Source: an optimization exercise on an open RTL-to-GDS flow (aim: small area, a short achievable clock period and few clock cycles). Production flows keep margins and buffers that such runs may drop. No functional check of the RTL was part of any run shown here. Power figures rest on the tool's default switching activity, not on a simulated workload.

`flow/run.sh`:
```
#!/bin/bash
# synth_recipe.tcl (not shown) runs the flow's synth.tcl, then flattens the netlist and writes it again
# the make line also repeats each setting of config.mk as NAME=value (left out here)
make -C /OpenROAD-flow-scripts/flow DESIGN_CONFIG=/design/flow/config.mk WORK_HOME=/design/flow/orfs CLKGATE_MAP_FILE= SYNTH_SCRIPT=/design/flow/synth_recipe.tcl finish
```
`flow/constraint.sdc`:
```
create_clock -name core_clock -period 9.0 [get_ports {clk}]
set_input_delay 1.8000 -clock core_clock [delete_from_list [all_inputs] [get_ports {clk}]]
set_output_delay 1.8000 -clock core_clock [all_outputs]
set_load 0.01 [all_outputs]
```
`flow/config.mk`:
```
export PLATFORM = sky130hd
export DESIGN_NAME = deparser_top
export DESIGN_NICKNAME = deparser_top
export VERILOG_FILES = /design/flow/design.v
export SDC_FILE = /design/flow/constraint.sdc
export NUM_CORES = 8
export LEC_CHECK = 0
export CAP_MARGIN = 20
export CORE_MARGIN = 2
export CORE_UTILIZATION = 40
export SETUP_SLACK_MARGIN = 4.5
export SLEW_MARGIN = 20
export SYNTH_HIERARCHICAL = 1
export SYNTH_MINIMUM_KEEP_SIZE = 1000000
```
`flow/design.v`:
```
`default_nettype none
package deparser_pkg;
	typedef logic [8*8-1:0] seg_data_t;
	typedef logic [8-1:0] seg_keep_t;
	typedef logic [16*8-1:0] head_data_t;  
	typedef logic [16-1:0] head_keep_t;
	typedef logic [16/8-1:0] head_last_t;
	typedef logic [385-1:0] phv_t;
	typedef logic [12-1:0] vlan_id_t;
	typedef logic [$clog2(32)-1:0] table_addr_t;
	typedef logic [4*16-1:0] act_entry_t;  
	typedef logic [16-1:0] parse_act_t;
	typedef logic [1:0] field_kind_t;  
	typedef logic [47:0] field_val_t;
	typedef logic [6:0] byte_off_t;
	typedef enum logic [3:0] {IDLE, WAIT_RAM, START, PATCH, FLUSH_SEG0, FLUSH_SEG1,
		FLUSH_BODY, DROP_HEAD, DROP_BODY} depar_state_t;
	typedef enum logic [1:0] {WAIT_HDR, WAIT_ADDR, WAIT_DATA, FLUSH_REST} ctrl_state_t;
	typedef enum logic [1:0] {SEL_SEG0, SEL_SEG1, SEL_BODY} out_sel_t;
endpackage
`default_nettype wire
`timescale 1ns/1ps
`default_nettype none
module act_table_loader
(
	input wire clk,
	input wire aresetn,
	input deparser_pkg::seg_data_t ctrl_data,
	input wire ctrl_valid,
	input wire ctrl_last,
	output logic wr_en,
	output deparser_pkg::table_addr_t wr_addr,
	output logic [31:0] wr_data
);
	deparser_pkg::ctrl_state_t state;
	deparser_pkg::act_entry_t data_rev;
	always_comb begin
		for (int i = 0; i < 8; i++)
			data_rev[8*i +: 8] = ctrl_data[8*(8-1-i) +: 8];
	end
	always_comb begin
		for (int a = 0; a < 4; a++) begin
			wr_data[8*a+6 +: 2] = (data_rev[16*(3-a)] && data_rev[16*(3-a)+10 +: 3] == 3'b000) ?
				data_rev[16*(3-a)+1 +: 2] : 2'b00;
			wr_data[8*a+4 +: 2] = data_rev[16*(3-a)+3 +: 2];
			wr_data[8*a +: 4] = data_rev[16*(3-a)+6 +: 4];
		end
	end
	assign wr_en = ctrl_valid && state == deparser_pkg::WAIT_DATA;
	always_ff @(posedge clk) begin
		if (!aresetn) begin
			state <= deparser_pkg::WAIT_HDR;
		end else begin
			if (ctrl_valid) begin
				case (state)
					deparser_pkg::WAIT_HDR: if (!ctrl_last) state <= deparser_pkg::WAIT_ADDR;
					deparser_pkg::WAIT_ADDR: begin
						if (ctrl_data[2:0] == 3'b101 && !ctrl_last)
							state <= deparser_pkg::WAIT_DATA;
						else
							state <= ctrl_last ? deparser_pkg::WAIT_HDR : deparser_pkg::FLUSH_REST;
					end
					deparser_pkg::WAIT_DATA:
						state <= ctrl_last ? deparser_pkg::WAIT_HDR : deparser_pkg::FLUSH_REST;
					deparser_pkg::FLUSH_REST: if (ctrl_last) state <= deparser_pkg::WAIT_HDR;
				endcase
			end
		end
	end
	always_ff @(posedge clk) begin
		if (ctrl_valid && state == deparser_pkg::WAIT_ADDR)
			wr_addr <= ctrl_data[8 +: $clog2(32)];
	end
endmodule
`default_nettype wire
`timescale 1ns/1ps
`default_nettype none
module act_table_ram
(
	input wire clk,
	input wire wr_en,
	input deparser_pkg::table_addr_t wr_addr,
	input wire [31:0] wr_data,
	input deparser_pkg::table_addr_t rd_addr,
	output logic [31:0] rd_data
);
	logic [31:0] mem [32];
	always_ff @(posedge clk) begin
		if (wr_en)
			mem[wr_addr] <= wr_data;
	end
	assign rd_data = mem[rd_addr];
endmodule
`default_nettype wire
`timescale 1ns/1ps
`default_nettype none
module field_extract
(
	input deparser_pkg::phv_t phv,
	input wire [7:0] act,  
	output deparser_pkg::head_data_t data,
	output deparser_pkg::head_keep_t wmask
);
	localparam int BASE_4B = 4 * 16;
	localparam int BASE_6B = BASE_4B + 4 * 32;
	logic [1:0] kind, idx;
	logic [3:0] off;
	logic [47:0] left;
	deparser_pkg::head_data_t ordered;
	deparser_pkg::head_keep_t span;
	assign kind = act[7:6];
	assign idx = act[5:4];
	assign off = act[3:0];
	always_comb begin
		left = '0;
		case (kind)
			2'b01: left[47:32] = phv[16*idx +: 16];
			2'b10: left[47:16] = phv[BASE_4B + 32*idx +: 32];
			default: left = phv[BASE_6B + 48*idx +: 48];
		endcase
		ordered = '0;
		for (int j = 0; j < 6; j++)
			ordered[8*j +: 8] = left[8*(5-j) +: 8];
		case (kind)
			2'b01: span = 16'h0003;
			2'b10: span = 16'h000f;
			2'b11: span = 16'h003f;
			default: span = 16'h0000;
		endcase
	end
	assign data = ordered << (8*off);
	assign wmask = span << off;
endmodule
`default_nettype wire
`timescale 1ns/1ps
`default_nettype none
module head_buffer
(
	input wire seg,
	input deparser_pkg::head_data_t ov,
	input deparser_pkg::head_keep_t ov_mask,
	input deparser_pkg::head_data_t head_data,
	output deparser_pkg::seg_data_t seg_data
);
	always_comb begin
		for (int p = 0; p < 8; p++) begin
			if (seg)
				seg_data[8*p +: 8] = ov_mask[8+p] ? ov[64 + 8*p +: 8] : head_data[64 + 8*p +: 8];
			else
				seg_data[8*p +: 8] = ov_mask[p] ? ov[8*p +: 8] : head_data[8*p +: 8];
		end
	end
endmodule
`default_nettype wire
`timescale 1ns/1ps
`default_nettype none
`default_nettype wire
`timescale 1ns/1ps
`default_nettype none
module deparser_top
(
	input wire clk,
	input wire aresetn,
	input deparser_pkg::phv_t phv,
	input wire phv_empty,
	output logic phv_rd_en,
	input deparser_pkg::vlan_id_t vlan_id,
	input wire vlan_empty,
	output logic vlan_rd_en,
	input deparser_pkg::head_data_t head_data,
	input deparser_pkg::head_keep_t head_keep,
	input deparser_pkg::head_last_t head_last,
	input wire head_empty,
	output logic head_rd_en,
	input deparser_pkg::seg_data_t body_data,
	input deparser_pkg::seg_keep_t body_keep,
	input wire body_last,
	input wire body_empty,
	output logic body_rd_en,
	output deparser_pkg::seg_data_t out_data,
	output deparser_pkg::seg_keep_t out_keep,
	output logic out_last,
	output logic out_valid,
	input wire out_ready,
	input deparser_pkg::seg_data_t ctrl_data,
	input wire ctrl_valid,
	input wire ctrl_last
);
	logic wr_en;
	deparser_pkg::table_addr_t wr_addr;
	logic [31:0] wr_data, lookup;
	act_table_loader u_loader (.clk(clk), .aresetn(aresetn), .ctrl_data(ctrl_data),
		.ctrl_valid(ctrl_valid), .ctrl_last(ctrl_last), .wr_en(wr_en), .wr_addr(wr_addr),
		.wr_data(wr_data));
	act_table_ram u_ram (.clk(clk), .wr_en(wr_en), .wr_addr(wr_addr), .wr_data(wr_data),
		.rd_addr(vlan_id[8:4]), .rd_data(lookup));
	logic [31:0] e0, e1;
	logic ev0, ev1;
	logic enq_e, deq_e;
	assign vlan_rd_en = !vlan_empty && !ev1;
	assign enq_e = vlan_rd_en;
	always_ff @(posedge clk) begin
		if (!aresetn) begin
			ev0 <= 1'b0;
			ev1 <= 1'b0;
		end else begin
			ev0 <= ev1 || (ev0 && !deq_e) || enq_e;
			ev1 <= ev1 ? !deq_e : (ev0 && !deq_e && enq_e);
		end
	end
	always_ff @(posedge clk) begin
		if (ev1 ? deq_e : (!ev0 || deq_e))
			e0 <= ev1 ? e1 : lookup;
		if (!ev1)
			e1 <= lookup;
	end
	logic j0v, j0d, j1v, j1d;
	logic b_pop, b_done, b_fwd, fwd_pending;
	logic j_enq, j_enq_d;
	assign fwd_pending = (j0v && !j0d) || (j1v && !j1d);
	assign b_pop = j0v && !body_empty && (j0d || out_ready);
	assign b_done = b_pop && body_last;
	assign b_fwd = b_pop && !j0d;
	assign body_rd_en = b_pop;
	always_ff @(posedge clk) begin
		if (!aresetn) begin
			j0v <= 1'b0;
			j1v <= 1'b0;
		end else begin
			if (b_done) begin
				j0v <= j1v || j_enq;
				j0d <= j1v ? j1d : j_enq_d;
				j1v <= j1v && j_enq;
				j1d <= j_enq_d;
			end else if (j_enq) begin
				if (j0v) begin
					j1v <= 1'b1;
					j1d <= j_enq_d;
				end else begin
					j0v <= 1'b1;
					j0d <= j_enq_d;
				end
			end
		end
	end
	deparser_pkg::head_data_t ov0, ov1, pdata;
	deparser_pkg::head_keep_t om0, om1, pcover;
	logic full0, full1, drop0, drop1, wp, rp, pe_act;
	logic [3:0] rem_q, rem, cur;
	logic [7:0] cur_act;
	logic pe_go, pe_step, pe_done;
	always_comb begin
		for (int a = 0; a < 4; a++)
			rem[a] = pe_act ? rem_q[a] : (e0[8*a+6 +: 2] != 2'b00);
		cur = rem & ~(rem - 4'd1);  
		cur_act = '0;
		for (int a = 0; a < 4; a++)
			if (cur[a]) cur_act = e0[8*a +: 8];
	end
	field_extract u_fx (.phv(phv), .act(cur_act), .data(pdata), .wmask(pcover));
	assign pe_go = ev0 && !phv_empty && !(wp ? full1 : full0);
	assign pe_step = pe_go && !phv[384];
	assign pe_done = pe_go && (phv[384] || (rem & ~cur) == 4'd0);
	assign phv_rd_en = pe_done;
	assign deq_e = pe_done;
	logic a_full, a_drop, seg_q;
	logic hasbody, last_seg, slot_ok, h_out, h_drop, consume;
	deparser_pkg::seg_data_t patched;
	assign a_full = rp ? full1 : full0;
	assign a_drop = rp ? drop1 : drop0;
	assign hasbody = head_last == 2'b00;
	assign last_seg = seg_q || head_last[0];
	assign slot_ok = !hasbody || !j1v;
	assign h_out = a_full && !a_drop && !head_empty && !fwd_pending && out_ready &&
		(!last_seg || slot_ok);
	assign h_drop = a_full && a_drop && !head_empty && slot_ok;
	assign consume = h_drop || (h_out && last_seg);
	assign j_enq = consume && hasbody;
	assign j_enq_d = a_drop;
	assign head_rd_en = consume;
	always_ff @(posedge clk) begin
		if (!aresetn) begin
			pe_act <= 1'b0;
			full0 <= 1'b0;
			full1 <= 1'b0;
			wp <= 1'b0;
			rp <= 1'b0;
			seg_q <= 1'b0;
		end else begin
			if (pe_go)
				pe_act <= !pe_done;
			if (pe_done)
				wp <= !wp;
			if (consume)
				rp <= !rp;
			if (pe_done && !wp)
				full0 <= 1'b1;
			else if (consume && !rp)
				full0 <= 1'b0;
			if (pe_done && wp)
				full1 <= 1'b1;
			else if (consume && rp)
				full1 <= 1'b0;
			if (h_out)
				seg_q <= !last_seg;
		end
	end
	always_ff @(posedge clk) begin
		if (pe_go)
			rem_q <= rem & ~cur;
		if (pe_done && !wp)
			drop0 <= phv[384];
		if (pe_done && wp)
			drop1 <= phv[384];
		if (pe_step && !wp) begin
			for (int k = 0; k < 16; k++) begin
				if (pcover[k])
					ov0[8*k +: 8] <= pdata[8*k +: 8];
				om0[k] <= pcover[k] || (pe_act && om0[k]);
			end
		end
		if (pe_step && wp) begin
			for (int k = 0; k < 16; k++) begin
				if (pcover[k])
					ov1[8*k +: 8] <= pdata[8*k +: 8];
				om1[k] <= pcover[k] || (pe_act && om1[k]);
			end
		end
	end
	head_buffer u_head (.seg(seg_q), .ov(rp ? ov1 : ov0), .ov_mask(rp ? om1 : om0),
		.head_data(head_data), .seg_data(patched));
	logic b_sel;
	assign b_sel = j0v && !j0d;
	always_ff @(posedge clk) begin
		out_data <= b_sel ? body_data : patched;
		out_keep <= b_sel ? body_keep : (seg_q ? head_keep[15:8] : head_keep[7:0]);
		out_last <= b_sel ? body_last : (seg_q ? head_last[1] : head_last[0]);
	end
	always_ff @(posedge clk) begin
		if (!aresetn)
			out_valid <= 1'b0;
		else
			out_valid <= h_out || b_fwd;
	end
endmodule
`default_nettype wire
```
==> reports/metrics.cfg, run 1 <==
[status]
status = finished clean

[power_and_ir_drop]
comb_power_share_pct = 22.6
vdd_drop_max_v = 0.000207
p_sw_mw = 5.46
switching_share_pct = 30.0
power_mw = 18.2
leakagePower_nw = 26.4
powerDensity_mw_per_mm2 = 222
seqPwrFrac_pct = 42.7
clock_power_share_pct = 34.7
p_int_mw = 12.7

[yosys]
synth_seq_cells = 1474
synthesis.area_mm2 = 0.0650
synthCells = 3991
yosysWarnings = 11
synth_top_area_cell = edfxtp_1
seq_area_frac_synth_pct = 66.2
synth_flop_cell = edfxtp_1
synth_nets = 4690
avgSynthCellArea_um2 = 16.3
synthTopCellsByArea = edfxtp_1 (63%), mux4_2 (13%), mux2i_1 (5.4%), dfxtp_1 (3.6%), o21ai_0 (2.0%)
synth_cell_types = 95
synth_top_cell_area_share_pct = 62.6
ys_async_sr_fraction_pct = 0
synth_edf_count = 1356

[cts]
cts-root-buf = clkbuf_16
cts_buffers = 156
clkTransAtPathRegs_ns = 0.06
cts_tree = done
htreeDepth = 4
cts_sinks = 1474
cts.path.max_buffers = 3
insertion_delay_ns = 0.80
cts_hold_buf = 0

[sta]
fin_ws_ns = 4.39
fin_skew_ns = 0.0572
min_period_over_period_pct = 51.2
max-slew-margin-rel_pct = 23.3
hold_viol = 0
rsz0062_at_grt = yes
tightestPinTransition_ns = 1.15
setup_tns_ns = 0
setup_viol = 0
min_period_ns = 4.61
slew_violations = 0
max_freq_mhz = 217

[floorplanning]
ios = 767
dieHeight_um = 407
fp.dieArea_mm2 = 0.166
design.core.area_mm2 = 0.161
start_util_pct = 40.4
fp.dieW_um = 407
fp-row-count = 147

[routing]
finalWirelength_mm = 243
wl_met1_mm = 103
detail_route.wl_per_cell_um = 34.3
ant_nets = 0
top_layer = met5
drc_errors = 0
drt-pass1-iter-count = 6
avgViaCountPerCell = 6.05
routed-wl-met3_mm = 21.7
dr.first_iter.drc_count = 5756
dr_wl_met2_mm = 112
vias = 42900

[worst_setup_path]
path_cells = clkdlybuf4s50_1, nand3b_1, inv_2, o21ai_4, inv_1, clkbuf_2
required_ns = 7.20
r2r_setup_slack_ns = 4.43
reg2reg_to = ov0[47]
cp.arrival_ns = 2.81
path_buf_inv = 4
reg2reg_depth = 12
reg2reg_from = pe_act
worst-setup-path-type = in -> out
cp-start-kind = input port
cp_max_fo = 2
critPathMaxStageDelay_ns = 0.40
cp_slowest_cell = clkdlybuf4s50_1
critPathCaptureType = output pin
startpoint = phv_empty
cp_top_family = buffers and inverters

[placed_design]
gp_congestion = 1.01
io_buffers = 743
pre_cts_ws_ns = 3.32
dp.final_hpwl_mm = 164

[global_routing]
gr-total-overflow = 0
grt_first_pass_wirelength_mm = 334
grt_usage_pct = 28.6
antenna_found_initial = 36
grt_pass1_vias = 41100
grt_max_degree = 106

[run]
drv_cap = 0

[layout]
nets = 5473
drive_gt1_share_pct = 20.9
area_growth_pct = 25.7

[min_path]
holdPathStages = 2
min_to = e1[11]
worstHoldStart = e1[11]
hp-class = reg -> reg

[cells in the mapped netlist (14+ instances only)]
master	count
and2_1	17
nor3_1	19
nand2_1	274
a21o_1	19
buf_4	17
buf_2	45
mux4_2	384
a21oi_1	149
dfxtp_1	118
o22a_1	18
a22oi_1	28
edfxtp_1	1356
nand3_1	164
a31oi_1	14
o221ai_1	29
buf_1	56
o22ai_1	27
a211oi_1	18
o21ai_0	266
o21ai_1	27
mux2i_1	348
clkbuf_1	161
inv_1	18
nor2_1	155
[placed cells by master, fill, tap and decap left out, types with 137 or more instances in the layout]
| cell type | count |
|---|---|
| clkbuf_16 | 158 |
| mux4_2 | 384 |
| nand2_1 | 270 |
| o21ai_0 | 255 |
| clkdlybuf4s50_1 | 721 |
| buf_4 | 137 |
| edfxtp_1 | 1356 |
| a21oi_1 | 138 |
| nand3_1 | 164 |
| mux2i_1 | 340 |
[logic make-up (layout without fill, tap and decap cells)]
family,Yosys count,in the layout,synth area share [%]
flip-flops,1474,1474,66.2
buffers and inverters,306,1214,2.06
XOR/XNOR,1,1,0.0135
multiplexers,747,747,19.0
other,0,26,0
adder cells (fa/ha/maj),10,10,0.192
AO/OA/AOI/OAI,733,733,7.32
AND/OR/NAND/NOR,720,723,5.22
[tightest hold or removal path, stage by stage, from the launching register on]
cell and delay [ns]:
dfxtp_1 0.31, nand2_1 0.04, o21ai_0 0.08
[what timing repair did]
action	in CTS	in global routing
pin swaps	31	11
gates resized for setup	138	70
setup endpoints to repair	418	306
buffers inserted	63	14
gates cloned	3	1
[state kept, by name, summed over array words and instances (netlist names), 3 cells and up]
register          flops
e0                   32
u_ram.mem          1024
out_data             64
out_keep              8
rem_q                 3
u_loader.wr_addr      5
om0                  16
ov1                 128
om1                  16
e1                   32
ov0                 128
[power by group through the flow]
stage	Clock (mW)	Combinational (mW)	Sequential, mW
final	6.31	4.11	7.76
after floorplan	0	1.81	7.88
after global placement	0	3.39	7.91
after global routing	6.66	4.20	7.77
after detailed placement	0	3.41	7.91
after CTS	6.40	3.78	7.76
[stage by stage]
stage / instances / hold WS (ns) / instance area, um2 / util (%)
after CTS: 7047 / 0.469 / 81200 / 50.5
after floorplan: 3991 / 0.427 / 65000 / -
final: 7088 / 0.466 / 81700 / 50.8
after global routing: 7079 / 0.492 / 81700 / 50.8
after global placement: 6694 / 0.447 / 74900 / 46.6
after detailed placement: 6695 / 0.454 / 75000 / 46.6
[layer usage]
layer | GRT usage, % | up-vias
met5 | 0 | -
met4 | 7.99 | 14
met3 | 6.31 | 393
met2 | 44.0 | 2330
met1 | 41.0 | 22400
li1 | - | 17800
[how the worst max path moves through the flow]
stage                endpoint  slack [ns]  cells past startpoint
CTS                 phv_rd_en        4.23                      6
global placement      ov0[60]        3.38                     14
global route        phv_rd_en        4.35                      6
detailed placement    ov1[78]        3.32                     13
floorplan              e0[24]        4.58                      7
finish              phv_rd_en        4.39                      6
[final cells by class]
type / instances / area (um2)
inverters: 18 / 67.6
diodes: 26 / 65.1
well taps: 2160 / 2700
clock buffers: 194 / 4110
multi-input cells: 2214 / 21800
flip-flops and latches: 1474 / 43100
clock inverters: 92 / 905
repair buffers: 910 / 8970
fillers: 13500 / 79200
==> run 2: changes to the inputs <==
--- a/flow/config.mk
+++ b/flow/config.mk
@@ -5,9 +5,10 @@
 export SDC_FILE = /design/flow/constraint.sdc
 export NUM_CORES = 8
 export LEC_CHECK = 0
+export ABC_CLOCK_PERIOD_IN_PS = 4000
 export CAP_MARGIN = 20
 export CORE_MARGIN = 2
-export CORE_UTILIZATION = 40
+export CORE_UTILIZATION = 55
 export SETUP_SLACK_MARGIN = 4.5
 export SLEW_MARGIN = 20
 export SYNTH_HIERARCHICAL = 1
==> run 2 against run 1 <==
Compared with the run above: clock power decreased by 1%; clock-buffer cell count is 14 lower; sequential power is essentially flat; setup slack gained 0.040 ns; sequential share of layout area grew 0.39 points; worst hold slack improved by 0.0049 ns; critical path depth is 5 higher; synthesized cell count unchanged; via count rose by 0.81%; largest cell class unchanged.
==> reports/metrics.cfg, run 2 <==
[status]
status = finished clean  ; unchanged

[power_and_ir_drop]
vdd_drop_max_v = 0.000216  ; was 0.000207 V
comb_power_share_pct = 23.4  ; was 22.6%
power_mw = 18.3  ; was 18.2 mW
leakagePower_nw = 26.4  ; about the same
seqPwrFrac_pct = 42.5  ; was 42.7%
clock_power_share_pct = 34.1  ; was 34.7%
powerDensity_mw_per_mm2 = 225  ; was 222 mW/mm2
p_sw_mw = 5.51  ; was 5.46 mW
p_int_mw = 12.7  ; about the same
switching_share_pct = 30.2  ; was 30.0%

[sta]
min_period_ns = 4.57  ; was 4.61 ns
hold_viol = 0  ; unchanged
tightestPinTransition_ns = 1.12  ; was 1.15 ns
setup_viol = 0  ; unchanged
setup_tns_ns = 0  ; unchanged
rsz0062_at_grt = yes  ; unchanged
slew_violations = 0  ; unchanged
max-slew-margin-rel_pct = 25.1  ; was 23.3%
fin_skew_ns = 0.0595  ; was 0.0572 ns
min_period_over_period_pct = 50.8  ; was 51.2%
max_freq_mhz = 219  ; was 217 MHz

[cts]
cts_hold_buf = 0  ; unchanged
cts_sinks = 1474  ; unchanged
insertion_delay_ns = 0.78  ; was 0.80 ns
htreeDepth = 4  ; unchanged
cts-root-buf = clkbuf_16  ; unchanged
cts.path.max_buffers = 3  ; unchanged
cts_tree = done  ; unchanged
clkTransAtPathRegs_ns = 0.06  ; about the same
cts_buffers = 148  ; was 156

[yosys]
synth_top_cell_area_share_pct = 62.6  ; unchanged
synth_top_area_cell = edfxtp_1  ; unchanged
seq_area_frac_synth_pct = 66.2  ; unchanged
synth_compound_area_share_pct = 7.32  ; unchanged
synthTopCellsByCount = edfxtp_1 (1,356), mux4_2 (384), mux2i_1 (348)  ; unchanged
synth-xor-area-share_pct = 0.0135  ; unchanged
synthesis.area_mm2 = 0.0650  ; unchanged
synth_cell_types = 95  ; unchanged
synth_edf_count = 1356  ; unchanged
synthTopCellsByArea = edfxtp_1 (63%), mux4_2 (13%), mux2i_1 (5.4%), dfxtp_1 (3.6%), o21ai_0 (2.0%)  ; unchanged
synth_mux_area_share_pct = 19.0  ; unchanged
synth_nets = 4690  ; unchanged
synth_seq_cells = 1474  ; unchanged
avgSynthCellArea_um2 = 16.3  ; unchanged
synth_top_family_by_area = multiplexers  ; unchanged
ys_async_sr_fraction_pct = 0  ; unchanged
yosysMostFrequentCell = edfxtp_1  ; unchanged
synthCells = 3991  ; unchanged
synth_flop_cell = edfxtp_1  ; unchanged
yosys.area_share.adder_pct = 0.192  ; unchanged
synth-simple-area-share_pct = 5.22  ; unchanged
yosysWarnings = 11  ; unchanged

[layout]
largest_reg_flops = 1024  ; unchanged
final_common_cell = edfxtp_1  ; unchanged
reg_top3 = u_ram.mem (1024), ov0 (128), ov1 (128)  ; unchanged
final_cell_mix = edfxtp_1 (1,356), clkdlybuf4s50_1 (717), mux4_2 (384)  ; was edfxtp_1 (1,356), clkdlybuf4s50_1 (721), mux4_2 (384)
drive_gt1_share_pct = 21.6  ; was 20.9%
multi_input_area_mm2 = 0.0221  ; was 0.0218 mm2
area_growth_pct = 24.8  ; was 25.7%
regArea_mm2 = 0.0431  ; about the same
nFillCells = 7708  ; was 13,500
largest-register = u_ram.mem  ; unchanged
nets = 5456  ; was 5,473

[routing]
finalWirelength_mm = 232  ; was 243 mm
drc_errors = 0  ; unchanged
ant_nets = 0  ; unchanged
vias = 43300  ; was 42,900
detail_route.wl_per_cell_um = 36.1  ; was 34.3 um
avgViaCountPerCell = 6.72  ; was 6.05
dr.first_iter.drc_count = 5995  ; was 5,756
drt-pass1-iter-count = 8  ; was 6

[worst_setup_path]
worst-setup-path-type = reg -> reg  ; was in -> out
critPathCaptureType = flip-flop  ; was output pin
cp_max_fo = 63  ; was 2
reg2reg_depth = 11  ; was 12
cp-start-kind = flip-flop  ; was input port
cp.arrival_ns = 5.10  ; was 2.81 ns
required_ns = 9.52  ; was 7.20 ns

[global_routing]
grt_first_pass_wirelength_mm = 319  ; was 334 mm
antenna_found_initial = 34  ; was 36
grt_max_degree = 129  ; was 106
grt_usage_pct = 37.8  ; was 28.6%
gr-total-overflow = 0  ; unchanged
grt_pass1_vias = 41400  ; was 41,100

[min_path]
hp-class = reg -> reg  ; unchanged
holdPathStages = 2  ; unchanged

[floorplanning]
design.core.area_mm2 = 0.118  ; was 0.161 mm2
fp.dieW_um = 348  ; was 407 um
dieHeight_um = 348  ; was 407 um
start_util_pct = 55.3  ; was 40.4%
fp-row-count = 126  ; was 147
fp.dieArea_mm2 = 0.121  ; was 0.166 mm2
ios = 767  ; unchanged

[placed_design]
gp_congestion = 1.03  ; was 1.01
dp.final_hpwl_mm = 156  ; was 164 mm
io_buffers = 743  ; unchanged

[run]
drv_cap = 0  ; unchanged

-- run 2: cell counts after synthesis --
Identical to the previous run, type by type.
-- run 2: final timing paths --
kind	from	endpoint	slack (ns)
hold / removal	e1[23]	e1[23]	0.47
setup / recovery	e0[7]	ov1[62]	4.43
setup reg to reg	e0[7]	ov1[62]	4.43
hold reg to reg	e1[23]	e1[23]	0.47
-- run 2: cell families (layout without fill, tap and decap cells) --
family                   after synthesis  count (layout)
AO/OA/AOI/OAI                        733             733
XOR/XNOR                               1               1
adder cells (fa/ha/maj)               10              10
buffers and inverters                306            1186
flip-flops                          1474            1474
multiplexers                         747             747
other                                  0              29
AND/OR/NAND/NOR                      720             722
-- run 2: what timing repair did --
item / 4_1_cts / 5_1_grt
setup endpoints to repair: 466 / 428
buffers inserted: 38 / 30
cloned: 1 / 3
pin swaps: 32 / 27
gates resized for setup: 186 / 85
-- run 2: per-layer routing --
layer	share of wire (%)	global-route usage [%]
met5	0.043	0
met4	5.2	16.5
met3	10	7.84
met2	48	60.4
met1	37	50.6
-- run 2: area by class of cell --
cell class | count | share of cell area [%]
Antenna cell | 29 | 0.0894
Clock buffer | 180 | 4.81
Clock inverter | 86 | 1.31
Inverter | 18 | 0.0863
Multi-Input combinational cell | 2213 | 27.3
Sequential cell | 1474 | 53.1
Tap cell | 1536 | 2.37
Timing Repair Buffer | 902 | 10.9
-- run 2: power by group through the flow --
stage          combinational [mW]  sequential (mW)  clock (mW)
6_report                     4.27             7.76        6.23
3_5_place_dp                 3.41             7.91           0
3_3_place_gp                 3.39             7.90           0
4_1_cts                      3.84             7.76        6.30
5_1_grt                      4.30             7.76        6.56
2_1_floorplan                1.81             7.88           0
-- run 2: worst max-delay path: stages, from the launching register on --
cell and delay [ns]:
edfxtp_1 0.48, or4_1 0.59, o32ai_4 0.42, or3_4 0.41, clkbuf_8 0.47, nand3_1 0.22, a32oi_1 0.48, a221oi_2 0.21
o21ai_0 0.38, o21ai_4 0.11, buf_12 0.16, o21ai_1 0.36
-- run 2: per-stage QoR --
step / hold WS (ns) / utilization (%) / area (um2) / setup WS [ns] / std cells
floorplan: 0.427 / - / 65000 / 4.58 / 3991
global placement: 0.445 / 63.0 / 74100 / 2.77 / 6070
finish: 0.470 / 69.0 / 81200 / 4.43 / 6438
global route: 0.488 / 69.0 / 81100 / 4.34 / 6432
CTS: 0.471 / 68.3 / 80400 / 4.40 / 6375
detailed placement: 0.458 / 63.0 / 74100 / 2.71 / 6070
==> run 3: changes to the inputs <==
--- a/flow/design.v
+++ b/flow/design.v
@@ -34,23 +34,33 @@
 );
 	deparser_pkg::ctrl_state_t state;
 	deparser_pkg::act_entry_t data_rev;
+	logic [31:0] packed_acts;
 	always_comb begin
 		for (int i = 0; i < 8; i++)
 			data_rev[8*i +: 8] = ctrl_data[8*(8-1-i) +: 8];
 	end
 	always_comb begin
+		logic [7:0] act;
+		int n;
+		packed_acts = '0;
+		n = 0;
 		for (int a = 0; a < 4; a++) begin
-			wr_data[8*a+6 +: 2] = (data_rev[16*(3-a)] && data_rev[16*(3-a)+10 +: 3] == 3'b000) ?
+			act[7:6] = (data_rev[16*(3-a)] && data_rev[16*(3-a)+10 +: 3] == 3'b000) ?
 				data_rev[16*(3-a)+1 +: 2] : 2'b00;
-			wr_data[8*a+4 +: 2] = data_rev[16*(3-a)+3 +: 2];
-			wr_data[8*a +: 4] = data_rev[16*(3-a)+6 +: 4];
+			act[5:4] = data_rev[16*(3-a)+3 +: 2];
+			act[3:0] = data_rev[16*(3-a)+6 +: 4];
+			if (act[7:6] != 2'b00) begin
+				packed_acts[8*n +: 8] = act;
+				n = n + 1;
+			end
 		end
 	end
-	assign wr_en = ctrl_valid && state == deparser_pkg::WAIT_DATA;
 	always_ff @(posedge clk) begin
 		if (!aresetn) begin
 			state <= deparser_pkg::WAIT_HDR;
+			wr_en <= 1'b0;
 		end else begin
+			wr_en <= ctrl_valid && state == deparser_pkg::WAIT_DATA;
 			if (ctrl_valid) begin
 				case (state)
 					deparser_pkg::WAIT_HDR: if (!ctrl_last) state <= deparser_pkg::WAIT_ADDR;
@@ -70,6 +80,7 @@
 	always_ff @(posedge clk) begin
 		if (ctrl_valid && state == deparser_pkg::WAIT_ADDR)
 			wr_addr <= ctrl_data[8 +: $clog2(32)];
+		wr_data <= packed_acts;
 	end
 endmodule
 `default_nettype wire
@@ -211,6 +222,8 @@
 	always_ff @(posedge clk) begin
 		if (ev1 ? deq_e : (!ev0 || deq_e))
 			e0 <= ev1 ? e1 : lookup;
+		else if (pe_step)
+			e0 <= {8'h00, e0[31:8]};
 		if (!ev1)
 			e1 <= lookup;
 	end
@@ -246,21 +259,12 @@
 	deparser_pkg::head_data_t ov0, ov1, pdata;
 	deparser_pkg::head_keep_t om0, om1, pcover;
 	logic full0, full1, drop0, drop1, wp, rp, pe_act;
-	logic [3:0] rem_q, rem, cur;
-	logic [7:0] cur_act;
-	logic pe_go, pe_step, pe_done;
-	always_comb begin
-		for (int a = 0; a < 4; a++)
-			rem[a] = pe_act ? rem_q[a] : (e0[8*a+6 +: 2] != 2'b00);
-		cur = rem & ~(rem - 4'd1);  
-		cur_act = '0;
-		for (int a = 0; a < 4; a++)
-			if (cur[a]) cur_act = e0[8*a +: 8];
-	end
-	field_extract u_fx (.phv(phv), .act(cur_act), .data(pdata), .wmask(pcover));
-	assign pe_go = ev0 && !phv_empty && !(wp ? full1 : full0);
+	logic pe_go, pe_step, pe_done, pe_ok;
+	field_extract u_fx (.phv(phv), .act(e0[7:0]), .data(pdata), .wmask(pcover));
+	assign pe_ok = ev0 && !(wp ? full1 : full0);
+	assign pe_go = pe_ok && !phv_empty;
 	assign pe_step = pe_go && !phv[384];
-	assign pe_done = pe_go && (phv[384] || (rem & ~cur) == 4'd0);
+	assign pe_done = pe_go && (phv[384] || e0[15:14] == 2'b00);
 	assign phv_rd_en = pe_done;
 	assign deq_e = pe_done;
 	logic a_full, a_drop, seg_q;
@@ -306,8 +310,6 @@
 		end
 	end
 	always_ff @(posedge clk) begin
-		if (pe_go)
-			rem_q <= rem & ~cur;
 		if (pe_done && !wp)
 			drop0 <= phv[384];
 		if (pe_done && wp)
--- a/flow/config.mk
+++ b/flow/config.mk
@@ -5,10 +5,9 @@
 export SDC_FILE = /design/flow/constraint.sdc
 export NUM_CORES = 8
 export LEC_CHECK = 0
-export ABC_CLOCK_PERIOD_IN_PS = 4000
 export CAP_MARGIN = 20
 export CORE_MARGIN = 2
-export CORE_UTILIZATION = 55
+export CORE_UTILIZATION = 40
 export SETUP_SLACK_MARGIN = 4.5
 export SLEW_MARGIN = 20
 export SYNTH_HIERARCHICAL = 1
==> run 3 against run 2 <==
Compared with the run above: still clean on timing, DRC and antenna; sequential share of layout area is 1.6 points higher; final area is 1.7% lower; cell count is 5.8% higher; first-iteration DRC count is 15% lower; maximum frequency is 1.2% higher; worst hold slack worse by 0.020 ns; setup slack better by 0.052 ns; utilization is 19 points lower; clock power is 2% higher; non-clock buffer count is 37 lower; synthesized area is 1.1% lower; largest cell class unchanged; highest routed layer unchanged.
==> reports/metrics.cfg, run 3 <==
[yosys]
synth-xor-area-share_pct = 0.0272  ; was 0.0135%
yosysMostFrequentCell = edfxtp_1  ; unchanged
synth-simple-area-share_pct = 4.40  ; was 5.22%
synthTopCellsByArea = edfxtp_1 (63%), mux4_2 (13%), mux2i_1 (6.7%), dfxtp_1 (4.7%), o22ai_1 (2.0%)  ; was edfxtp_1 (63%), mux4_2 (13%), mux2i_1 (5.4%), dfxtp_1 (3.6%), o21ai_0 (2.0%)
synthesis.area_mm2 = 0.0643  ; was 0.0650 mm2
seq_area_frac_synth_pct = 67.9  ; was 66.2%
synth_nets = 4503  ; was 4,690
synth_edf_count = 1353  ; was 1,356
yosys.area_share.adder_pct = 0.304  ; was 0.192%
synth_top_area_cell = edfxtp_1  ; unchanged
ys_async_sr_fraction_pct = 0  ; unchanged
synthTopCellsByCount = edfxtp_1 (1,353), mux2i_1 (429), mux4_2 (361)  ; was edfxtp_1 (1,356), mux4_2 (384), mux2i_1 (348)
synth_cell_types = 61  ; was 95
synth_compound_area_share_pct = 5.44  ; was 7.32%
synth_top_cell_area_share_pct = 63.2  ; was 62.6%
avgSynthCellArea_um2 = 16.9  ; was 16.3 um2
synthCells = 3799  ; was 3,991
synth_flop_cell = edfxtp_1  ; unchanged
yosysWarnings = 11  ; unchanged
synth_mux_area_share_pct = 19.9  ; was 19.0%
synth_seq_cells = 1504  ; was 1,474
synth_top_family_by_area = multiplexers  ; unchanged

[routing]
drt-pass1-iter-count = 6  ; was 8
finalWirelength_mm = 233  ; was 232 mm
vias = 40200  ; was 43,300
dr.first_iter.drc_count = 5098  ; was 5,995
avgViaCountPerCell = 5.91  ; was 6.72
drc_errors = 0  ; unchanged
ant_nets = 0  ; unchanged
detail_route.wl_per_cell_um = 34.2  ; was 36.1 um

[cts]
clkTransAtPathRegs_ns = 0.06  ; about the same
cts_sinks = 1504  ; was 1,474
cts_hold_buf = 0  ; unchanged
htreeDepth = 4  ; unchanged
cts_tree = done  ; unchanged
cts.path.max_buffers = 3  ; unchanged
insertion_delay_ns = 0.81  ; was 0.78 ns
cts-root-buf = clkbuf_16  ; unchanged
cts_buffers = 156  ; was 148

[layout]
final_area_mm2 = 0.0798  ; was 0.0812 mm2
nets = 5280  ; was 5,456
drive_gt1_share_pct = 18.1  ; was 21.6%
final_cell_mix = edfxtp_1 (1,353), clkdlybuf4s50_1 (730), mux2i_1 (427)  ; was edfxtp_1 (1,356), clkdlybuf4s50_1 (717), mux4_2 (384)
stdcell_count = 6812  ; was 6,438
reg_top3 = u_ram.mem (1024), ov0 (128), ov1 (128)  ; unchanged
area_growth_pct = 24.1  ; was 24.8%
largest_reg_flops = 1024  ; unchanged
largest-register = u_ram.mem  ; unchanged
final_common_cell = edfxtp_1  ; unchanged

[sta]
min_period_over_period_pct = 50.2  ; was 50.8%
rsz0062_at_grt = yes  ; unchanged
min_period_ns = 4.52  ; was 4.57 ns
fin_skew_ns = 0.0804  ; was 0.0595 ns
hold_slack_ns = 0.451  ; was 0.470 ns
tightestPinTransition_ns = 1.17  ; was 1.12 ns
max_freq_mhz = 221  ; was 219 MHz
setup_tns_ns = 0  ; unchanged
hold_viol = 0  ; unchanged
slew_violations = 0  ; unchanged
setup_viol = 0  ; unchanged
max-slew-margin-rel_pct = 22.0  ; was 25.1%

[global_routing]
grt_first_pass_wirelength_mm = 314  ; was 319 mm
grt_pass1_vias = 38700  ; was 41,400
antenna_found_initial = 32  ; was 34
gr-total-overflow = 0  ; unchanged
grt_usage_pct = 27.8  ; was 37.8%
grt_max_degree = 106  ; was 129

[floorplanning]
start_util_pct = 40.2  ; was 55.3%
ios = 767  ; unchanged
fp-row-count = 147  ; was 126
fp.dieW_um = 405  ; was 348 um
fp.dieArea_mm2 = 0.164  ; was 0.121 mm2
dieHeight_um = 405  ; was 348 um
design.core.area_mm2 = 0.160  ; was 0.118 mm2

[placed_design]
io_buffers = 743  ; unchanged
gp_congestion = 0.954  ; was 1.03
dp.final_hpwl_mm = 161  ; was 156 mm
place_area_mm2 = 0.0742  ; was 0.0741 mm2
placed_cells = 6469  ; was 6,070

[min_path]
holdPathStages = 2  ; unchanged
worstHoldStart = e1[22]  ; was e1[23]
hp-class = reg -> reg  ; unchanged
min_to = e1[22]  ; was e1[23]

[power_and_ir_drop]
vdd_drop_max_v = 0.000209  ; was 0.000216 V
leakagePower_nw = 24.6  ; was 26.4 nW
powerDensity_mw_per_mm2 = 209  ; was 225 mW/mm2

[worst_setup_path]
worst-setup-path-type = reg -> reg  ; unchanged
cp-start-kind = flip-flop  ; unchanged
r2r_setup_slack_ns = 4.48  ; was 4.43 ns
reg2reg_depth = 8  ; was 11
cp_max_fo = 85  ; was 63
reg2reg_from = e0[5]  ; was e0[7]
critPathCaptureType = flip-flop  ; unchanged
reg2reg_to = ov0[54]  ; was ov1[62]
cp.arrival_ns = 5.00  ; was 5.10 ns
required_ns = 9.48  ; was 9.52 ns

[run]
drv_cap = 0  ; unchanged

[status]
status = finished clean  ; unchanged

==> run 3: where the power goes <==
group          internal (mW)  switching (mW)  total (mW)
logic                  0.934            1.62        2.56
clock network           3.58            2.77        6.35
registers               7.71          0.0724        7.79
total                   12.2            4.47        16.7
==> run 3: timing repair <==
item                                    CTS  global route
endpoints found under the setup margin   32            61
endpoints found under the hold margin     0             0
setup buffers                            27             7
resized for setup                        37            33
pin swaps                                 5             6
==> run 3: through the flow <==
stage | setup slack [ns] | total power, mW | utilization, %
2_1_floorplan | 4.51 | 9.14 | -
3_3_place_gp | 3.56 | 10.4 | 46.4
3_5_place_dp | 3.51 | 10.4 | 46.4
4_1_cts | 4.39 | 16.7 | 49.7
5_1_grt | 4.46 | 17.1 | 49.9
6_report | 4.48 | 16.7 | 49.9
==> run 3: logic make-up after synthesis <==
family          Yosys count
buf+inv                 282
simple gates            632
xor+xnor                  2
fa+ha+maj                15
compound gates          541
flops                  1504
mux                     823
==> run 3: worst max path at each step <==
stage,startpoint,end,depth (start not counted)
6_report,e0[5],ov0[54],8
3_5_place_dp,ctrl_data[20],u_loader.wr_data[23],11
4_1_cts,phv_empty,phv_rd_en,5
2_1_floorplan,ctrl_data[20],u_loader.wr_data[16],12
5_1_grt,e0[5],ov0[54],8
3_3_place_gp,ctrl_data[2],u_loader.wr_data[12],12
==> run 3: metal layers <==
layer | vias up | global-route usage (%) | wire (um) | part of all wire [%]
met5 | - | 1.10 | 112 | 0.048
met4 | 16 | 8.52 | 7280 | 3.1
met3 | 369 | 7.51 | 22100 | 9.5
met2 | 2115 | 42.8 | 107000 | 46
met1 | 20800 | 38.4 | 95900 | 41
li1 | 16900 | - | - | -
==> run 3: critical path, stage by stage (launching register included) <==
cell and delay, ns:
edfxtp_1 0.32, buf_4 0.66, buf_12 0.53, mux2i_1 0.47, o22ai_1 0.15, nor3_2 0.55, a21oi_1 0.36, a211oi_1 0.85
nor3_1 0.22
==> run 3: area by class of cell <==
class                   count  area, um2
diodes                     18       45.0
well taps                2086       2610
flip-flops and latches   1504      43700
repair buffers            865       8430
fillers                 13400      80200
clock inverters            76        830
inverters                  36        135
clock buffers             214       4240
multi-input cells        2013      19800
==> run 4: changes to the inputs <==
--- a/flow/config.mk
+++ b/flow/config.mk
@@ -8,7 +8,7 @@
 export CAP_MARGIN = 20
 export CORE_MARGIN = 2
 export CORE_UTILIZATION = 40
-export SETUP_SLACK_MARGIN = 4.5
+export SETUP_SLACK_MARGIN = 5.0
 export SLEW_MARGIN = 20
 export SYNTH_HIERARCHICAL = 1
 export SYNTH_MINIMUM_KEEP_SIZE = 1000000
==> run 4 against run 3 <==
Compared with the run above: still clean on timing, DRC and antenna; setup slack better by 0.21 ns; first-iteration DRC count increased by 10%; synthesized cell count stayed put; via count grew 1.0%; sequential power about the same; global-route usage hardly changed; worst hold slack worse by 0.0044 ns; utilization is 0.15 points higher; combinational power about the same; die area unchanged; synthesized area is the same; largest power group unchanged; highest routed layer unchanged.
==> reports/metrics.cfg, run 4 <==
[placed_design]
gp_congestion = 0.989  ; was 0.954
io_buffers = 743  ; unchanged
dp.final_hpwl_mm = 159  ; was 161 mm
pre_cts_ws_ns = 3.52  ; was 3.51 ns
place_area_mm2 = 0.0743  ; was 0.0742 mm2

[global_routing]
gr-total-overflow = 0  ; unchanged
grt.met2_usage_pct = 40.9  ; was 42.8%
busiest_layer = met2  ; unchanged
grt_pass1_vias = 38900  ; was 38,700
grt_first_pass_wirelength_mm = 315  ; was 314 mm
antenna_found_initial = 41  ; was 32
grt_max_degree = 132  ; was 106
grt_util_met1_pct = 40.6  ; was 38.4%
use_met3_pct = 7.73  ; was 7.51%
grt_usage_pct = 27.8  ; about the same

[yosys]
synth_seq_cells = 1504  ; unchanged
ys_async_sr_fraction_pct = 0  ; unchanged
synthCells = 3799  ; unchanged
synthTopCellsByArea = edfxtp_1 (63%), mux4_2 (13%), mux2i_1 (6.7%), dfxtp_1 (4.7%), o22ai_1 (2.0%)  ; unchanged
synth_top_cell_area_share_pct = 63.2  ; unchanged
yosys.area_share.adder_pct = 0.304  ; unchanged
synthTopCellsByCount = edfxtp_1 (1,353), mux2i_1 (429), mux4_2 (361)  ; unchanged
synth_compound_area_share_pct = 5.44  ; unchanged
synth-xor-area-share_pct = 0.0272  ; unchanged
synth_top_family_by_area = multiplexers  ; unchanged
synth_flop_cell = edfxtp_1  ; unchanged
yosysMostFrequentCell = edfxtp_1  ; unchanged
yosysWarnings = 11  ; unchanged
avgSynthCellArea_um2 = 16.9  ; unchanged
synth_nets = 4503  ; unchanged
synth_edf_count = 1353  ; unchanged
synth_cell_types = 61  ; unchanged
seq_area_frac_synth_pct = 67.9  ; unchanged
synth-simple-area-share_pct = 4.40  ; unchanged
synthesis.area_mm2 = 0.0643  ; unchanged
synth_top_area_cell = edfxtp_1  ; unchanged
synth_mux_area_share_pct = 19.9  ; unchanged

[worst_setup_path]
cp_max_fo = 3  ; was 85
cp-start-kind = input port  ; was flip-flop
cp_slowest_cell = nor3b_4  ; was a211oi_1
path_cells = buf_8, nor3b_4, o32ai_4, nand2_2, inv_2, buf_6  ; was buf_4, buf_12, mux2i_1, o22ai_1, nor3_2, a21oi_1, a211oi_1, nor3_1
cp.arrival_ns = 2.51  ; was 5.00 ns
critPathMaxStageDelay_ns = 0.23  ; was 0.85 ns
worst-setup-path-type = in -> out  ; was reg -> reg
required_ns = 7.20  ; was 9.48 ns
critPathCaptureType = output pin  ; was flip-flop

[layout]
largest_reg_flops = 1024  ; unchanged
nets = 5271  ; was 5,280
fin_util_pct = 50.0  ; was 49.9%
area_growth_pct = 24.5  ; was 24.1%
drive_gt1_share_pct = 19.0  ; was 18.1%
final_common_cell = edfxtp_1  ; unchanged
final_cell_mix = edfxtp_1 (1,353), clkdlybuf4s50_1 (718), mux2i_1 (419)  ; was edfxtp_1 (1,353), clkdlybuf4s50_1 (730), mux2i_1 (427)
reg_top3 = u_ram.mem (1024), ov0 (128), ov1 (128)  ; unchanged
final_area_mm2 = 0.0800  ; was 0.0798 mm2
largest-register = u_ram.mem  ; unchanged

[cts]
cts_tree = done  ; unchanged
cts.path.max_buffers = 3  ; unchanged
clkTransAtPathRegs_ns = 0.05  ; was 0.06 ns
cts_hold_buf = 0  ; unchanged
cts_buffers = 159  ; was 156
cts-root-buf = clkbuf_16  ; unchanged
insertion_delay_ns = 0.81  ; about the same
cts_sinks = 1504  ; unchanged
htreeDepth = 4  ; unchanged

[floorplanning]
fp.dieArea_mm2 = 0.164  ; unchanged
ios = 767  ; unchanged
design.core.area_mm2 = 0.160  ; unchanged
fp.dieW_um = 405  ; unchanged
fp-row-count = 147  ; unchanged
dieHeight_um = 405  ; unchanged
start_util_pct = 40.2  ; unchanged

[routing]
finalWirelength_mm = 233  ; about the same
vias = 40600  ; was 40,200
ant_nets = 0  ; unchanged
drt-pass1-iter-count = 8  ; was 6
avgViaCountPerCell = 5.98  ; was 5.91
drc_errors = 0  ; unchanged
detail_route.wl_per_cell_um = 34.2  ; about the same
dr.first_iter.drc_count = 5621  ; was 5,098

[sta]
max_freq_mhz = 232  ; was 221 MHz
rsz0062_at_grt = yes  ; unchanged
max-slew-margin-rel_pct = 26.0  ; was 22.0%
hold_viol = 0  ; unchanged
setup_viol = 0  ; unchanged
setup_tns_ns = 0  ; unchanged
min_period_over_period_pct = 47.8  ; was 50.2%
fin_ws_ns = 4.69  ; was 4.48 ns
slew_violations = 0  ; unchanged
tightestPinTransition_ns = 1.11  ; was 1.17 ns
fin_skew_ns = 0.0589  ; was 0.0804 ns
hold_slack_ns = 0.446  ; was 0.451 ns
min_period_ns = 4.31  ; was 4.52 ns

[power_and_ir_drop]
powerDensity_mw_per_mm2 = 209  ; about the same
vdd_drop_max_v = 0.000199  ; was 0.000209 V
leakagePower_nw = 24.7  ; was 24.6 nW

[run]
drv_cap = 0  ; unchanged

[status]
status = finished clean  ; unchanged

[min_path]
hp-class = reg -> reg  ; unchanged

==> run 4: logic make-up after synthesis <==
kind of cell | Yosys count
adder cells (fa/ha/maj) | 15
buffers and inverters | 282
XOR/XNOR | 2
AO/OA/AOI/OAI | 541
flip-flops | 1504
AND/OR/NAND/NOR | 632
multiplexers | 823
==> run 4: layout make-up <==
type | count | area [um2]
antenna | 11 | 27.5
fill | 13200 | 80000
sequential | 1504 | 43700
inverter | 36 | 135
multi-input combinational | 2013 | 20100
clock buffer | 225 | 4420
tap | 2086 | 2610
timing repair buffer | 853 | 8410
clock inverter | 70 | 682
==> run 4: per-stage QoR <==
step	cells	power, mW
detailed placement	6462	10.4
finish	6798	16.8
global placement	6462	10.4
floorplan	3799	9.14
CTS	6776	16.7
global route	6792	17.2
==> run 4: timing repair <==
action,in CTS,in global routing
hold endpoints to repair,0,0
pin swaps,11,12
gates resized for setup,103,34
buffers inserted,19,11
setup endpoints to repair,278,90
gates cloned,0,0
==> run 4: path summary, 6_finish.rpt <==
path	start	endpoint	slack (ns)	cells after the start
max	head_last[1]	head_rd_en	4.69	6
min reg2reg	pe_act	pe_act	0.45	2
max reg2reg	e0[6]	ov1[34]	4.95	8
min	pe_act	pe_act	0.45	2
==> run 4: per-layer routing <==
metal / vias to the layer above / wire [um]
met3: 352 / 23900
met2: 2256 / 103000
met5: - / 149
met4: 24 / 6020
li1: 16900 / -
met1: 21100 / 99400
==> run 4: critical path, delay by kind of cell <==
kind	cells	cell delay (ns)
AND/OR/NAND/NOR	2	0.32
buffers and inverters	3	0.27
AO/OA/AOI/OAI	1	0.11
==> run 4: power by group <==
part           total (mW)  leakage [nW]  internal [mW]  switching (mW)
clock network        6.38          2.48           3.58            2.79
registers            7.79          11.8           7.71          0.0790
logic                2.58          10.4          0.945            1.64
==> run 5: changes to the inputs <==
--- a/flow/design.v
+++ b/flow/design.v
@@ -109,7 +109,7 @@
 (
 	input deparser_pkg::phv_t phv,
 	input wire [7:0] act,  
-	output deparser_pkg::head_data_t data,
+	output deparser_pkg::seg_data_t data,
 	output deparser_pkg::head_keep_t wmask
 );
 	localparam int BASE_4B = 4 * 16;
@@ -117,8 +117,8 @@
 	logic [1:0] kind, idx;
 	logic [3:0] off;
 	logic [47:0] left;
-	deparser_pkg::head_data_t ordered;
-	deparser_pkg::head_keep_t span;
+	deparser_pkg::seg_data_t ordered;
+	logic [5:0] span;
 	assign kind = act[7:6];
 	assign idx = act[5:4];
 	assign off = act[3:0];
@@ -133,14 +133,14 @@
 		for (int j = 0; j < 6; j++)
 			ordered[8*j +: 8] = left[8*(5-j) +: 8];
 		case (kind)
-			2'b01: span = 16'h0003;
-			2'b10: span = 16'h000f;
-			2'b11: span = 16'h003f;
-			default: span = 16'h0000;
+			2'b01: span = 6'b000011;
+			2'b10: span = 6'b001111;
+			2'b11: span = 6'b111111;
+			default: span = 6'b000000;
 		endcase
 	end
-	assign data = ordered << (8*off);
-	assign wmask = span << off;
+	assign data = ({ordered, ordered} << (8*off[2:0])) >> 64;
+	assign wmask = 16'(span) << off;
 endmodule
 `default_nettype wire
 `timescale 1ns/1ps
@@ -200,15 +200,18 @@
 	logic wr_en;
 	deparser_pkg::table_addr_t wr_addr;
 	logic [31:0] wr_data, lookup;
+	deparser_pkg::table_addr_t rd_addr;
 	act_table_loader u_loader (.clk(clk), .aresetn(aresetn), .ctrl_data(ctrl_data),
 		.ctrl_valid(ctrl_valid), .ctrl_last(ctrl_last), .wr_en(wr_en), .wr_addr(wr_addr),
 		.wr_data(wr_data));
 	act_table_ram u_ram (.clk(clk), .wr_en(wr_en), .wr_addr(wr_addr), .wr_data(wr_data),
-		.rd_addr(vlan_id[8:4]), .rd_data(lookup));
-	logic [31:0] e0, e1;
+		.rd_addr(rd_addr), .rd_data(lookup));
+	logic [31:0] e0;
+	deparser_pkg::table_addr_t i1;  
 	logic ev0, ev1;
 	logic enq_e, deq_e;
 	assign vlan_rd_en = !vlan_empty && !ev1;
+	assign rd_addr = ev1 ? i1 : vlan_id[8:4];
 	assign enq_e = vlan_rd_en;
 	always_ff @(posedge clk) begin
 		if (!aresetn) begin
@@ -221,11 +224,11 @@
 	end
 	always_ff @(posedge clk) begin
 		if (ev1 ? deq_e : (!ev0 || deq_e))
-			e0 <= ev1 ? e1 : lookup;
+			e0 <= lookup;
 		else if (pe_step)
 			e0 <= {8'h00, e0[31:8]};
 		if (!ev1)
-			e1 <= lookup;
+			i1 <= vlan_id[8:4];
 	end
 	logic j0v, j0d, j1v, j1d;
 	logic b_pop, b_done, b_fwd, fwd_pending;
@@ -256,7 +259,8 @@
 			end
 		end
 	end
-	deparser_pkg::head_data_t ov0, ov1, pdata;
+	deparser_pkg::head_data_t ov0, ov1;
+	deparser_pkg::seg_data_t pdata;
 	deparser_pkg::head_keep_t om0, om1, pcover;
 	logic full0, full1, drop0, drop1, wp, rp, pe_act;
 	logic pe_go, pe_step, pe_done, pe_ok;
@@ -268,17 +272,18 @@
 	assign phv_rd_en = pe_done;
 	assign deq_e = pe_done;
 	logic a_full, a_drop, seg_q;
-	logic hasbody, last_seg, slot_ok, h_out, h_drop, consume;
+	logic hasbody, last_seg, h_out, h_drop, consume;
 	deparser_pkg::seg_data_t patched;
 	assign a_full = rp ? full1 : full0;
 	assign a_drop = rp ? drop1 : drop0;
 	assign hasbody = head_last == 2'b00;
 	assign last_seg = seg_q || head_last[0];
-	assign slot_ok = !hasbody || !j1v;
-	assign h_out = a_full && !a_drop && !head_empty && !fwd_pending && out_ready &&
-		(!last_seg || slot_ok);
-	assign h_drop = a_full && a_drop && !head_empty && slot_ok;
-	assign consume = h_drop || (h_out && last_seg);
+	logic k_drop, k_send;
+	assign k_drop = a_full && a_drop && !j1v;
+	assign k_send = a_full && !a_drop && !j1v && !fwd_pending;
+	assign h_out = !head_empty && out_ready && k_send;
+	assign h_drop = !head_empty && k_drop;
+	assign consume = !head_empty && (k_drop || (out_ready && k_send && last_seg));
 	assign j_enq = consume && hasbody;
 	assign j_enq_d = a_drop;
 	assign head_rd_en = consume;
@@ -317,14 +322,14 @@
 		if (pe_step && !wp) begin
 			for (int k = 0; k < 16; k++) begin
 				if (pcover[k])
-					ov0[8*k +: 8] <= pdata[8*k +: 8];
+					ov0[8*k +: 8] <= pdata[8*(k%8) +: 8];
 				om0[k] <= pcover[k] || (pe_act && om0[k]);
 			end
 		end
 		if (pe_step && wp) begin
 			for (int k = 0; k < 16; k++) begin
 				if (pcover[k])
-					ov1[8*k +: 8] <= pdata[8*k +: 8];
+					ov1[8*k +: 8] <= pdata[8*(k%8) +: 8];
 				om1[k] <= pcover[k] || (pe_act && om1[k]);
 			end
 		end
==> run 5 against run 4 <==
Compared with the run above: synthesized area is 0.70% lower; sequential share of layout area is 0.50 points lower; combinational power is about 20% higher; utilization is 0.34 points higher; maximum frequency is 4.1% lower; synthesized cell count is 12% higher; worst hold slack better by 0.046 ns; power is 2.7% higher; clock-buffer cell count is 19 lower; non-clock buffer count is 9 higher; largest power group unchanged; highest routed layer unchanged.
==> reports/metrics.cfg, run 5 <==
[worst_setup_path]
startpoint = phv[384]  ; was head_last[1]
cp.depth = 4  ; was 6
reg2reg_to = ov1[13]  ; was ov1[34]
critPathCaptureType = output pin  ; unchanged
cp.arrival_ns = 2.69  ; was 2.51 ns
critPathMaxStageDelay_ns = 0.43  ; was 0.23 ns
cp_max_fo = 2  ; was 3
required_ns = 7.20  ; about the same
reg2reg_depth = 7  ; was 8
cp-start-kind = input port  ; unchanged
reg2reg_from = e0[5]  ; was e0[6]
path_cells = buf_8, o21ba_4, nor4b_4, buf_4  ; was buf_8, nor3b_4, o32ai_4, nand2_2, inv_2, buf_6
worst-setup-path-type = in -> out  ; unchanged
r2r_setup_slack_ns = 5.11  ; was 4.95 ns
path_buf_inv = 2  ; was 3
cp_slowest_cell = nor4b_4  ; was nor3b_4
endpoint = phv_rd_en  ; was head_rd_en
cp_top_family = simple AND/OR/NAND/NOR gates  ; unchanged

[floorplanning]
fp.dieW_um = 404  ; was 405 um
start_util_pct = 40.3  ; was 40.2%
fp-row-count = 146  ; was 147
ios = 767  ; unchanged
design.core.area_mm2 = 0.158  ; was 0.160 mm2
fp.dieArea_mm2 = 0.163  ; was 0.164 mm2
dieHeight_um = 404  ; was 405 um

[layout]
reg_top3 = u_ram.mem (1024), ov0 (128), ov1 (128)  ; unchanged
final_cell_mix = edfxtp_1 (1,353), clkdlybuf4s50_1 (701), nand2_1 (672)  ; was edfxtp_1 (1,353), clkdlybuf4s50_1 (718), mux2i_1 (419)
fin_util_pct = 50.4  ; was 50.0%
stdcell_count = 7239  ; was 6,798
drive_gt1_share_pct = 14.6  ; was 19.0%
area_growth_pct = 24.9  ; was 24.5%
largest_reg_flops = 1024  ; unchanged
nets = 5681  ; was 5,271
multi_input_area_mm2 = 0.0200  ; was 0.0201 mm2
nFillCells = 13300  ; was 13,200
final_common_cell = edfxtp_1  ; unchanged
largest-register = u_ram.mem  ; unchanged
regArea_mm2 = 0.0431  ; was 0.0437 mm2

[yosys]
synthesis.area_mm2 = 0.0638  ; was 0.0643 mm2
synth_top_cell_area_share_pct = 63.6  ; was 63.2%
yosysMostFrequentCell = edfxtp_1  ; unchanged
synth_nets = 4947  ; was 4,503
synth_flop_cell = edfxtp_1  ; unchanged
synth_top_area_cell = edfxtp_1  ; unchanged
synth_edf_count = 1353  ; unchanged
synth_cell_types = 69  ; was 61
synthTopCellsByArea = edfxtp_1 (64%), mux4_2 (9.2%), mux2i_1 (5.6%), nand2_1 (4.0%), dfxtp_1 (3.9%)  ; was edfxtp_1 (63%), mux4_2 (13%), mux2i_1 (6.7%), dfxtp_1 (4.7%), o22ai_1 (2.0%)
synthTopCellsByCount = edfxtp_1 (1,353), nand2_1 (674), mux2i_1 (357)  ; was edfxtp_1 (1,353), mux2i_1 (429), mux4_2 (361)
avgSynthCellArea_um2 = 15.0  ; was 16.9 um2
synth_seq_cells = 1477  ; was 1,504
synthCells = 4243  ; was 3,799
yosysWarnings = 11  ; unchanged
ys_async_sr_fraction_pct = 0  ; unchanged
seq_area_frac_synth_pct = 67.5  ; was 67.9%

[min_path]
hp-class = reg -> reg  ; unchanged
worstHoldStart = j1v  ; was pe_act
holdPathStages = 2  ; unchanged

[placed_design]
io_buffers = 743  ; unchanged
pre_cts_ws_ns = 2.94  ; was 3.52 ns
placed_cells = 6856  ; was 6,462
gp_congestion = 0.946  ; was 0.989
dp.final_hpwl_mm = 163  ; was 159 mm

[cts]
cts_sinks = 1477  ; was 1,504
cts_tree = done  ; unchanged
htreeDepth = 4  ; unchanged
cts_buffers = 158  ; was 159
clkTransAtPathRegs_ns = 0.06  ; was 0.05 ns
insertion_delay_ns = 0.81  ; about the same
cts.path.max_buffers = 3  ; unchanged
cts-root-buf = clkbuf_16  ; unchanged

[routing]
drc_errors = 0  ; unchanged
ant_nets = 0  ; unchanged
finalWirelength_mm = 239  ; was 233 mm
avgViaCountPerCell = 5.85  ; was 5.98
dr.first_iter.drc_count = 5869  ; was 5,621
detail_route.wl_per_cell_um = 33.0  ; was 34.2 um
drt-pass1-iter-count = 7  ; was 8
vias = 42400  ; was 40,600

[sta]
fin_ws_ns = 4.51  ; was 4.69 ns
tightestPinTransition_ns = 1.14  ; was 1.11 ns
max_freq_mhz = 223  ; was 232 MHz
slew_violations = 0  ; unchanged
min_period_ns = 4.49  ; was 4.31 ns
hold_viol = 0  ; unchanged
setup_tns_ns = 0  ; unchanged
min_period_over_period_pct = 49.9  ; was 47.8%
fin_skew_ns = 0.0538  ; was 0.0589 ns
setup_viol = 0  ; unchanged
max-slew-margin-rel_pct = 24.0  ; was 26.0%
rsz0062_at_grt = yes  ; unchanged

[power_and_ir_drop]
comb_power_share_pct = 18.0  ; was 15.4%
p_sw_mw = 4.79  ; was 4.51 mW
clock_power_share_pct = 36.6  ; was 38.1%
p_int_mw = 12.4  ; was 12.2 mW
vdd_drop_max_v = 0.000218  ; was 0.000199 V
leakagePower_nw = 26.0  ; was 24.7 nW
powerDensity_mw_per_mm2 = 216  ; was 209 mW/mm2
seqPwrFrac_pct = 45.4  ; was 46.5%
switching_share_pct = 27.9  ; was 26.9%

[status]
status = finished clean  ; unchanged

[global_routing]
grt_max_degree = 87  ; was 132
antenna_found_initial = 70  ; was 41
grt_util_met1_pct = 39.2  ; was 40.6%
busiest_layer = met2  ; unchanged
grt.met2_usage_pct = 44.3  ; was 40.9%
grt_pass1_vias = 40200  ; was 38,900
use_met3_pct = 8.11  ; was 7.73%
gr-total-overflow = 0  ; unchanged
grt_usage_pct = 28.6  ; was 27.8%
grt_first_pass_wirelength_mm = 323  ; was 315 mm

[run]
drv_cap = 0  ; unchanged

run 5: worst min-delay path by stage:
stage / endpoint / slack [ns]
2_1_floorplan: j1v / 0.46
5_1_grt: j1v / 0.55
4_1_cts: j1v / 0.49
6_report: j1v / 0.49
3_5_place_dp: j1v / 0.48
3_3_place_gp: j1v / 0.47
run 5: routing by layer:
| metal | vias up | share of wire (%) |
|---|---|---|
| li1 | 18200 | - |
| met1 | 21600 | 40 |
| met2 | 2232 | 46 |
| met3 | 346 | 11 |
| met4 | 42 | 2.9 |
| met5 | - | 0.10 |
run 5: what timing repair did:
| item | in CTS | in global routing |
|---|---|---|
| setup buffers | 21 | 5 |
| pin swaps | 10 | 9 |
| gates resized for setup | 120 | 41 |
| hold buffers | 0 | 0 |
| setup endpoints to repair | 465 | 113 |
| cloned | 7 | 0 |
run 5: layout make-up:
class	instances	share of cell area, %
Sequential cell	1477	54.1
Inverter	33	0.227
Timing Repair Buffer	862	10.8
Antenna cell	59	0.185
Clock inverter	85	1.05
Clock buffer	206	5.29
Tap cell	2072	3.25
Multi-Input combinational cell	2442	25.1
Timing Repair inverter	3	0.0329
run 5: power groups by stage:
stage               Combinational [mW]  Clock [mW]  Sequential (mW)
floorplan                         1.58           0             7.90
global placement                  2.95           0             7.96
detailed placement                2.98           0             7.96
CTS                               3.06        6.39             7.81
global route                      3.23        6.68             7.82
finish                            3.10        6.30             7.81
run 5: metrics by stage:
| stage | instance area, um2 | hold slack [ns] | total power [mW] |
|---|---|---|---|
| finish | 79800 | 0.492 | 17.2 |
| floorplan | 64000 | 0.458 | 9.48 |
| global placement | 73900 | 0.468 | 10.9 |
| CTS | 79500 | 0.495 | 17.3 |
| detailed placement | 73900 | 0.482 | 10.9 |
| global route | 79700 | 0.545 | 17.7 |
run 5: tightest hold or removal path, stage by stage (launching register included):
cell and delay (ns):
dfxtp_1 0.32, o21ai_0 0.07, a21oi_1 0.06
run 5: kinds of logic after synthesis:
group	synth area share, %
xor+xnor	0.0274
fa+ha+maj	0.306
flops	67.5
mux	15.1
simple gates	7.72
buf+inv	2.16
compound gates	7.18

-- what the ideal ports hide --
How much do the figures lean on ideal ports? The routed layouts below were timed once more, with nothing changed but the port constraints. Step 1 assumes that a clkbuf_16 drives the clock port and a buf_2 every other input. Step 2 also shifts input and output timing later by t, the mid clock arrival at the registers, as if the neighbouring blocks saw the same clock. Three values: ideal ports, drivers, drivers and shift; two values: the first two.
run	t, ns	setup WS [ns]	worst setup path after step 2	pins driven straight from the clock port
run 1	0.859	4.388 / 4.295 / 3.831	input to register	1
run 2	0.825	4.428 / 4.428 / 3.795	input to register	1
run 3	0.851	4.481 / 4.481 / 3.681	input to register	1
run 4	0.860	4.694 / 4.645 / 4.051	input to register	1
run 5	0.859	4.510 / 4.392 / 4.108	input to register	1
After both steps every run listed still meets setup and hold. The setup slack of run 3, which loses most, moves by 0.000 ns with the drivers and by -0.800 ns with both steps.
